What follows belongs to an exercise in optimizing a design on an open flow for small area, a short achievable clock period and few clock cycles per item; a production flow would make more cautious choices.
Only simulation tests tie the RTL to the original design; equivalence was not proved.
Power is estimated from default activity; no workload was simulated.

File: flow/design.v
package rtip_pkg;
  localparam int ACC_WIDTH_DEF    = 64;
  localparam int OFFSET_WIDTH_DEF = 8;
  localparam int BASE_W           = 6;
  localparam int CHAR_W           = 8;
  localparam int DIGIT_W          = 5;
  localparam int PHASE_W          = 3;
  localparam int CFG_INDEX_W      = 8;
  localparam int CFG_DATA_W       = 8;
  localparam logic [CFG_INDEX_W-1:0] CFG_NUMBER_BASE = CFG_INDEX_W'(0);
  localparam logic [CFG_INDEX_W-1:0] CFG_SIGNED_MODE = CFG_INDEX_W'(1);
  localparam logic [CHAR_W-1:0] CH_ZERO    = 8'h30;
  localparam logic [CHAR_W-1:0] CH_NINE    = 8'h39;
  localparam logic [CHAR_W-1:0] CH_MINUS   = 8'h2d;
  localparam logic [CHAR_W-1:0] CH_LOW_X   = 8'h78;
  localparam logic [CHAR_W-1:0] CH_UP_X    = 8'h58;
  localparam logic [CHAR_W-1:0] CH_LOW_A   = 8'h61;
  localparam logic [CHAR_W-1:0] CH_LOW_F   = 8'h66;
  localparam logic [CHAR_W-1:0] CH_UP_A    = 8'h41;
  localparam logic [CHAR_W-1:0] CH_UP_F    = 8'h46;
  localparam logic [BASE_W-1:0] BASE_OCT = BASE_W'(8);
  localparam logic [BASE_W-1:0] BASE_DEC = BASE_W'(10);
  localparam logic [BASE_W-1:0] BASE_HEX = BASE_W'(16);
  localparam logic [DIGIT_W-1:0] DIGIT_NONE = DIGIT_W'(16);
  localparam logic [PHASE_W-1:0] PH_START       = 3'd0;
  localparam logic [PHASE_W-1:0] PH_AFTER_SIGN  = 3'd1;
  localparam logic [PHASE_W-1:0] PH_AUTO_ZERO   = 3'd2;
  localparam logic [PHASE_W-1:0] PH_AUTO_ZERO_X = 3'd3;
  localparam logic [PHASE_W-1:0] PH_HEX_ZERO    = 3'd4;
  localparam logic [PHASE_W-1:0] PH_DIGITS      = 3'd5;
  function automatic logic [DIGIT_W-1:0] hex_val(input logic [CHAR_W-1:0] c);
    logic [DIGIT_W-1:0] v;
    v = DIGIT_NONE;
    if (c >= CH_ZERO && c <= CH_NINE) begin
      v = DIGIT_W'(c - CH_ZERO);
    end else if (c >= CH_LOW_A && c <= CH_LOW_F) begin
      v = DIGIT_W'(c - CH_LOW_A) + DIGIT_W'(10);
    end else if (c >= CH_UP_A && c <= CH_UP_F) begin
      v = DIGIT_W'(c - CH_UP_A) + DIGIT_W'(10);
    end
    hex_val = v;
  endfunction
  function automatic logic is_x(input logic [CHAR_W-1:0] c);
    is_x = (c == CH_LOW_X) || (c == CH_UP_X);
  endfunction
endpackage
import rtip_pkg::*;
module rtip_step #(
  parameter int ACC_WIDTH    = rtip_pkg::ACC_WIDTH_DEF,
  parameter int OFFSET_WIDTH = rtip_pkg::OFFSET_WIDTH_DEF
) (
  input  logic [rtip_pkg::PHASE_W-1:0]     ctrl_phase,
  input  logic [rtip_pkg::BASE_W-1:0]      ctrl_base,
  input  logic                             ctrl_neg,
  input  logic                             ctrl_stopped,
  input  logic [ACC_WIDTH-1:0]             acc,
  input  logic [OFFSET_WIDTH-1:0]          pos,
  input  logic [OFFSET_WIDTH-1:0]          stop_pos,
  input  logic [rtip_pkg::CHAR_W-1:0]      char_code,
  input  logic                             last_char,
  input  logic [rtip_pkg::BASE_W-1:0]      cfg_base,
  input  logic                             cfg_signed,
  output logic [rtip_pkg::PHASE_W-1:0]     next_phase,
  output logic [rtip_pkg::BASE_W-1:0]      next_base,
  output logic                             next_neg,
  output logic                             next_stopped,
  output logic [ACC_WIDTH-1:0]             acc_next,
  output logic [OFFSET_WIDTH-1:0]          pos_next,
  output logic [OFFSET_WIDTH-1:0]          stop_pos_next
);
  localparam logic [OFFSET_WIDTH-1:0] POS_MAX = '1;
  logic [DIGIT_W-1:0]             digit;
  logic [BASE_W-1:0]              begin_base;
  logic [BASE_W-1:0]              mul_base;
  logic                           do_take;
  logic [ACC_WIDTH+BASE_W-1:0]    product;
  assign digit      = rtip_pkg::hex_val(char_code);
  assign begin_base = (ctrl_phase == PH_START) ? cfg_base : ctrl_base;
  assign mul_base   = (ctrl_phase == PH_START || ctrl_phase == PH_AFTER_SIGN) ?
                        ((begin_base == '0) ? BASE_DEC : begin_base) :
                      (ctrl_phase == PH_AUTO_ZERO_X) ? BASE_HEX : ctrl_base;
  assign product    = acc * mul_base;
  assign pos_next   = (pos == POS_MAX) ? POS_MAX : pos + OFFSET_WIDTH'(1);
  always_comb begin
    next_phase    = ctrl_phase;
    next_base     = ctrl_base;
    next_neg      = ctrl_neg;
    next_stopped  = ctrl_stopped;
    acc_next      = acc;
    stop_pos_next = stop_pos;
    do_take       = 1'b0;
    if (!ctrl_stopped) begin
      case (ctrl_phase)
        PH_START, PH_AFTER_SIGN: begin
          next_base = begin_base;
          if (ctrl_phase == PH_START && cfg_signed && char_code == CH_MINUS) begin
            next_neg   = 1'b1;
            next_phase = PH_AFTER_SIGN;
          end else if (begin_base == '0) begin
            if (char_code == CH_ZERO) begin
              next_base  = BASE_OCT;
              next_phase = PH_AUTO_ZERO;
            end else begin
              next_base = BASE_DEC;
              do_take        = 1'b1;
            end
          end else if (begin_base == BASE_HEX && char_code == CH_ZERO) begin
            next_phase = PH_HEX_ZERO;
          end else begin
            do_take = 1'b1;
          end
        end
        PH_AUTO_ZERO: begin
          if (rtip_pkg::is_x(char_code)) begin
            stop_pos_next   = pos;
            next_phase = PH_AUTO_ZERO_X;
          end else begin
            do_take = 1'b1;
          end
        end
        PH_AUTO_ZERO_X: begin
          if (digit != DIGIT_NONE) begin
            next_base = BASE_HEX;
            do_take        = 1'b1;
          end else begin
            next_stopped = 1'b1;   
          end
        end
        PH_HEX_ZERO: begin
          if (rtip_pkg::is_x(char_code)) begin
            next_phase = PH_DIGITS;
          end else begin
            do_take = 1'b1;
          end
        end
        default: begin
          do_take = 1'b1;
        end
      endcase
      if (do_take) begin
        next_phase = PH_DIGITS;
        if (digit != DIGIT_NONE && {1'b0, digit} < mul_base) begin
          acc_next = product[ACC_WIDTH-1:0] + ACC_WIDTH'(digit);
        end else begin
          next_stopped = 1'b1;
          stop_pos_next     = pos;
        end
      end
    end
    if (last_char && !next_stopped) begin
      if (next_phase != PH_AUTO_ZERO_X) begin
        stop_pos_next = pos_next;
      end
      next_stopped = 1'b1;
    end
  end
endmodule
import rtip_pkg::*;
module radix_integer_text_parser #(
  parameter int ACC_WIDTH    = rtip_pkg::ACC_WIDTH_DEF,
  parameter int OFFSET_WIDTH = rtip_pkg::OFFSET_WIDTH_DEF,
  parameter int OUT_W        = ((ACC_WIDTH + OFFSET_WIDTH + 7) / 8) * 8
) (
  input  logic                               clk,
  input  logic                               rst,
  input  logic                               cfg_valid,
  output logic                               cfg_ready,
  input  logic [rtip_pkg::CFG_INDEX_W-1:0]   cfg_index,
  input  logic [rtip_pkg::CFG_DATA_W-1:0]    cfg_data,
  input  logic                               s_axis_tvalid,
  output logic                               s_axis_tready,
  input  logic [rtip_pkg::CHAR_W-1:0]        s_axis_tdata,    
  input  logic                               s_axis_tlast,    
  output logic                               m_axis_tvalid,
  input  logic                               m_axis_tready,
  output logic [OUT_W-1:0]                   m_axis_tdata     
);
  logic [BASE_W-1:0]        number_base;
  logic                     signed_mode;
  logic                     s1_valid;
  logic [CHAR_W-1:0]        s1_char;
  logic                     s1_last;
  logic                     s1_adv;
  logic                     res_free;
  logic [PHASE_W-1:0]       ctrl_phase, next_phase;
  logic [BASE_W-1:0]        ctrl_base, next_base;
  logic                     ctrl_neg, next_neg;
  logic                     ctrl_stopped, next_stopped;
  logic [ACC_WIDTH-1:0]     acc, acc_next;
  logic [OFFSET_WIDTH-1:0]  pos, pos_next;
  logic [OFFSET_WIDTH-1:0]  stop_pos, stop_pos_next;
  logic [ACC_WIDTH-1:0]     res_value;
  logic                     res_neg;
  logic [OFFSET_WIDTH-1:0]  res_stop;
  logic [ACC_WIDTH-1:0]     out_value;
  assign cfg_ready     = 1'b1;
  assign res_free      = !m_axis_tvalid || m_axis_tready;
  assign s1_adv        = s1_valid && (!s1_last || res_free);
  assign s_axis_tready = !s1_valid || s1_adv;
  always_ff @(posedge clk) begin
    if (rst) begin
      number_base <= '0;
      signed_mode <= 1'b0;
    end else if (cfg_valid && cfg_ready) begin
      if (cfg_index == CFG_NUMBER_BASE) begin
        number_base <= cfg_data[BASE_W-1:0];
      end else if (cfg_index == CFG_SIGNED_MODE) begin
        signed_mode <= cfg_data[0];
      end
    end
  end
  always_ff @(posedge clk) begin
    if (rst) begin
      s1_valid <= 1'b0;
    end else if (s_axis_tvalid && s_axis_tready) begin
      s1_valid <= 1'b1;
    end else if (s1_adv) begin
      s1_valid <= 1'b0;
    end
  end
  always_ff @(posedge clk) begin
    if (s_axis_tvalid && s_axis_tready) begin
      s1_char <= s_axis_tdata;
      s1_last <= s_axis_tlast;
    end
  end
  rtip_step #(
    .ACC_WIDTH    (ACC_WIDTH),
    .OFFSET_WIDTH (OFFSET_WIDTH)
  ) u_step (
    .ctrl_phase    (ctrl_phase),
    .ctrl_base     (ctrl_base),
    .ctrl_neg      (ctrl_neg),
    .ctrl_stopped  (ctrl_stopped),
    .acc           (acc),
    .pos           (pos),
    .stop_pos      (stop_pos),
    .char_code     (s1_char),
    .last_char     (s1_last),
    .cfg_base      (number_base),
    .cfg_signed    (signed_mode),
    .next_phase    (next_phase),
    .next_base     (next_base),
    .next_neg      (next_neg),
    .next_stopped  (next_stopped),
    .acc_next      (acc_next),
    .pos_next      (pos_next),
    .stop_pos_next (stop_pos_next)
  );
  always_ff @(posedge clk) begin
    if (rst || (s1_adv && s1_last)) begin
      ctrl_phase   <= PH_START;
      ctrl_base    <= '0;
      ctrl_neg     <= 1'b0;
      ctrl_stopped <= 1'b0;
      acc      <= '0;
      pos      <= '0;
      stop_pos <= '0;
    end else if (s1_adv) begin
      ctrl_phase   <= next_phase;
      ctrl_base    <= next_base;
      ctrl_neg     <= next_neg;
      ctrl_stopped <= next_stopped;
      acc      <= acc_next;
      pos      <= pos_next;
      stop_pos <= stop_pos_next;
    end
  end
  always_ff @(posedge clk) begin
    if (rst) begin
      m_axis_tvalid <= 1'b0;
    end else if (s1_adv && s1_last) begin
      m_axis_tvalid <= 1'b1;
    end else if (m_axis_tready) begin
      m_axis_tvalid <= 1'b0;
    end
  end
  always_ff @(posedge clk) begin
    if (s1_adv && s1_last) begin
      res_value <= acc_next;
      res_neg   <= next_neg;
      res_stop  <= stop_pos_next;
    end
  end
  assign out_value    = res_neg ? (ACC_WIDTH'(0) - res_value) : res_value;
  assign m_axis_tdata = OUT_W'({res_stop, out_value});
endmodule
File: flow/run.sh
#!/bin/bash
# synth_recipe.tcl (not shown) runs the flow's synth.tcl, then flattens the netlist and writes it again
# the make line also repeats each setting of config.mk as NAME=value (left out here)
make -C /OpenROAD-flow-scripts/flow DESIGN_CONFIG=/design/flow/config.mk WORK_HOME=/design/flow/orfs CLKGATE_MAP_FILE= SYNTH_SCRIPT=/design/flow/synth_recipe.tcl finish
File: flow/config.mk
export PLATFORM = sky130hd
export DESIGN_NAME = radix_integer_text_parser
export DESIGN_NICKNAME = radix_integer_text_parser
export VERILOG_FILES = /design/flow/design.v
export SDC_FILE = /design/flow/constraint.sdc
export NUM_CORES = 4
export LEC_CHECK = 0
export CAP_MARGIN = 20
export CORE_MARGIN = 2
export CORE_UTILIZATION = 40
export SLEW_MARGIN = 20
File: flow/constraint.sdc
create_clock -name core_clock -period 9.0 [get_ports {clk}]
set_input_delay 1.8000 -clock core_clock [delete_from_list [all_inputs] [get_ports {clk}]]
set_output_delay 1.8000 -clock core_clock [all_outputs]
set_load 0.01 [all_outputs]
==> reports/summary.txt <==
remaining antenna violation count after routing = 0
pre-CTS setup slack = 1.10 ns
I/O Buffers = 101
r2r worst-path depth = 20
global-route wire length before repair = 99.3 mm
post-route clock period utilization = 0.884
DP Area = 0.0230 mm2
Seq/Total Area, Yosys = 0.209
reg2reg start = ctrl_phase[0]
DR pass1 iterations = 5
Longest Clk Path Bufs = 2
Synth area leaders = fa_1, edfxtp_1, and2_1
crit path launch type = register
WL/cell = 19.7 um
vias in the first global route = 17.8k
row count = 84
vias per cell = 5.67
area leader, netlist = fa_1
Ys Warns = 2
Area Growth Syn to Fin = 10.6%
Worst Min Path Start = stop_pos[6]
fin. max-slew vios = 0
setup TNS = 0 ns
routed wire length = 61.1 mm
kind of critical path = register to register
GRT overflow = 0
syn nets = 2,796
Max Freq = 126 MHz
starting density of the core = 0.406
post-synth top area share = 0.224
fin crit period = 7.96 ns
post-CTS resize count = 0
Slew HR = 0.267
number of flops mapped to enable cells by yosys = 82
CTS H-tree lvls = 4
WP data required = 9.21 ns
register area = 0.00446 mm2
fill cell count = 5,115
via count = 17.6k
GRT Resource Usage Total = 0.224
status = complete, no violations
crit path max fanout = 62
peak supply drop = 125 uV
CP endpoint kind = register
Clock Tree Root = clkbuf_16
diode count = 0
Final #Nets = 2,815
ys flop type = dfxtp_1
post-route cell area = 0.0236 mm2
cell area after synthesis = 0.0214 mm2
Starting DRT DRC Count = 1,373
I/O pin cnt = 105
dpl hpwl = 46.7 mm
clk latency of the worst-skew pair = 0.46 ns
cells after synthesis = 2,389
Slew @ Worst Pin = 1.10 ns
multi-input logic area = 0.0162 mm2
share of post-route cells with drive strength above 1 = 0.0388
RSZ-0062 raised after global routing = no
Post-synth top cells = and2_1, nand2_1, fa_1, ha_1, a21oi_1
Core Area = 0.0527 mm2
Async SR Flop Fraction = 0
die width = 235 um
flip-flop and latch count after synthesis = 182
CTS tree = done
Worst R2R Setup Slack = 1.04 ns
worst r2r dst = res_value[61]
Hold Path Class = register to register
Die ar. = 0.0553 mm2
GPL Wtd Cong = 0.921
Leak = 10.5 nW
Max-cap violations = 0
Final WS setup = 1.04 ns
drt drc = 0
Avg Cell Area, Syn = 8.94 um2
number of CTS-inserted buffers = 17
Die Height = 235 um
clk slew on worst S/H paths = 0.07 ns
hold path depth = 2
Post-CTS Repair Setup Buffers = 0
Final Hold Vio Count = 0
cts hold-fix bufs = 0
Setup violations, final = 0
clock skew = 0.0155 ns
Data arrival, critical path = 8.17 ns
PD cells = 87.3 mW/mm2
Layout Utilization = 0.448
initial antenna violation count = 0
CTS Sinks = 182
largest net degree at the start of global routing = 76
most frequent cell after synthesis = and2_1
synth unique cells = 81
hold endpoint = stop_pos[6]
## logic make-up (layout without fill, tap and decap cells)
kind of cell / Yosys count / in the layout / synth area share
xor gates and xnor gates: 118 / 118 / 0.0490
muxes: 17 / 17 / 0.00814
adders and majority gates: 377 / 377 / 0.305
buffers and inverters: 193 / 225 / 0.0349
and+or+nand+nor: 1021 / 1021 / 0.251
other: 1 / 1 / 0.000176
DFF: 182 / 182 / 0.209
AOI/OAI and AO/OA: 480 / 480 / 0.143
## how the worst max path moves through the flow
stage | to | from | cells past startpoint | slack, ns
after floorplan | res_value[54] | ctrl_base[1] | 21 | 2.30
after global placement | res_value[61] | ctrl_phase[0] | 20 | 1.29
after detailed placement | res_value[61] | ctrl_phase[0] | 21 | 1.10
after CTS | res_value[61] | ctrl_phase[0] | 20 | 1.07
after global routing | res_value[61] | ctrl_phase[0] | 20 | 0.62
final | res_value[61] | ctrl_phase[0] | 20 | 1.04
## per-stage QoR
stage	power, mW	cells	hold WS [ns]
5_1_grt	2.14	3109	0.517
3_5_place_dp	1.30	3076	0.462
6_report	2.06	3109	0.468
3_3_place_gp	1.30	3076	0.443
4_1_cts	2.07	3108	0.471
2_1_floorplan	1.15	2389	0.437
## flip-flops by register name (all words and copies together) (netlist names)
signal,flops
acc,64
ctrl_base,6
ctrl_neg,1
ctrl_phase,3
ctrl_stopped,1
m_axis_tvalid,1
number_base,6
pos,8
res_neg,1
res_stop,8
res_value,64
s1_char,8
s1_last,1
s1_valid,1
signed_mode,1
stop_pos,8
## critical path: stages (launching register included)
cell and delay [ns]:
dfxtp_1 0.82, nor3_1 0.25, nor4_1 0.50, nor3b_1 0.12, nor3_2 0.18, buf_4 0.59, and2_1 0.23, fa_1 0.45
fa_1 0.53, fa_1 0.51, ha_1 0.31, ha_1 0.44, nand4_1 0.22, or3_1 0.40, a2111oi_0 0.67, buf_4 0.26
o2111ai_1 0.29, a21oi_1 0.35, nor2_1 0.10, xnor2_1 0.16, mux2_2 0.28
## cells in the final DEF, fill, tap and decap left out, types with 7 or more instances in the layout
master and instances:
a211oi_1 9, a21o_1 36, a21oi_1 134, a22oi_1 9, a31oi_1 14, and2_1 355, and3_1 23, buf_4 21
clkbuf_16 17, clkdlybuf4s50_1 101, dfxtp_1 100, edfxtp_1 82, fa_1 239, ha_1 138, inv_1 69, mux2i_1 14
nand2_1 272, nand2b_1 16, nand3_1 56, nand4_1 22, nor2_1 129, nor2b_1 8, nor3_1 52, nor4_1 8
o211ai_1 21, o21a_1 15, o21ai_0 127, o21bai_1 15, o31ai_1 23, o41ai_1 10, or2_2 7, or3_1 12
or4_1 19, xnor2_1 97, xor2_1 20
## power breakdown
group	internal (mW)	switching (mW)
Clock	0.412	0.364
Combinational	0.143	0.231
Sequential	0.883	0.0287
Total	1.44	0.623
## final cells by class
cell class / instances / share of cell area
inverters: 69 / 0.0110
clock inverters: 14 / 0.00631
repair buffers: 124 / 0.0512
multi-input cells: 2014 / 0.688
clock buffers: 18 / 0.0182
well taps: 688 / 0.0365
flip-flops and latches: 182 / 0.189
## per-layer routing
layer | up-vias | routed length (um) | track usage
met3 | 62 | 3360 | 0.0304
met1 | 8790 | 27900 | 0.310
met5 | - | 0 | 0
met2 | 481 | 28200 | 0.362
met4 | 0 | 1650 | 0.0744
li1 | 8280 | - | -
Testbench counts, summed over its fixed seeds: cycles 28,162, chars 28,066.

afterwards: timing with drivers on the ports:
No port has a modelled driver above. Below, the same layout with a new extraction and two added sets of constraints.
Step 1: set_driving_cell puts a clkbuf_16 on clk and a buf_2 on each other input, an assumption about the parent block.
Step 2 moves the port delays by t, midway between the first and last clock arrival at a register: inputs arrive t later, outputs are due t later. That takes back most of the time a late clock gives input paths.
a / b / c = ideal / step 1 / step 2; a / b = the first two.
t (ns): 0.503
slack for setup (ns): 1.041 / 1.041 / 1.041
hold slack, ns: 0.468 / 0.468 / 0.468
worst setup path after step 2: register to register
worst register clock-pin slew, ns: 0.08 / 0.08
After both steps this run still meets setup and hold. The setup slack of this run moves by 0.000 ns with the drivers and by 0.000 ns with both steps.
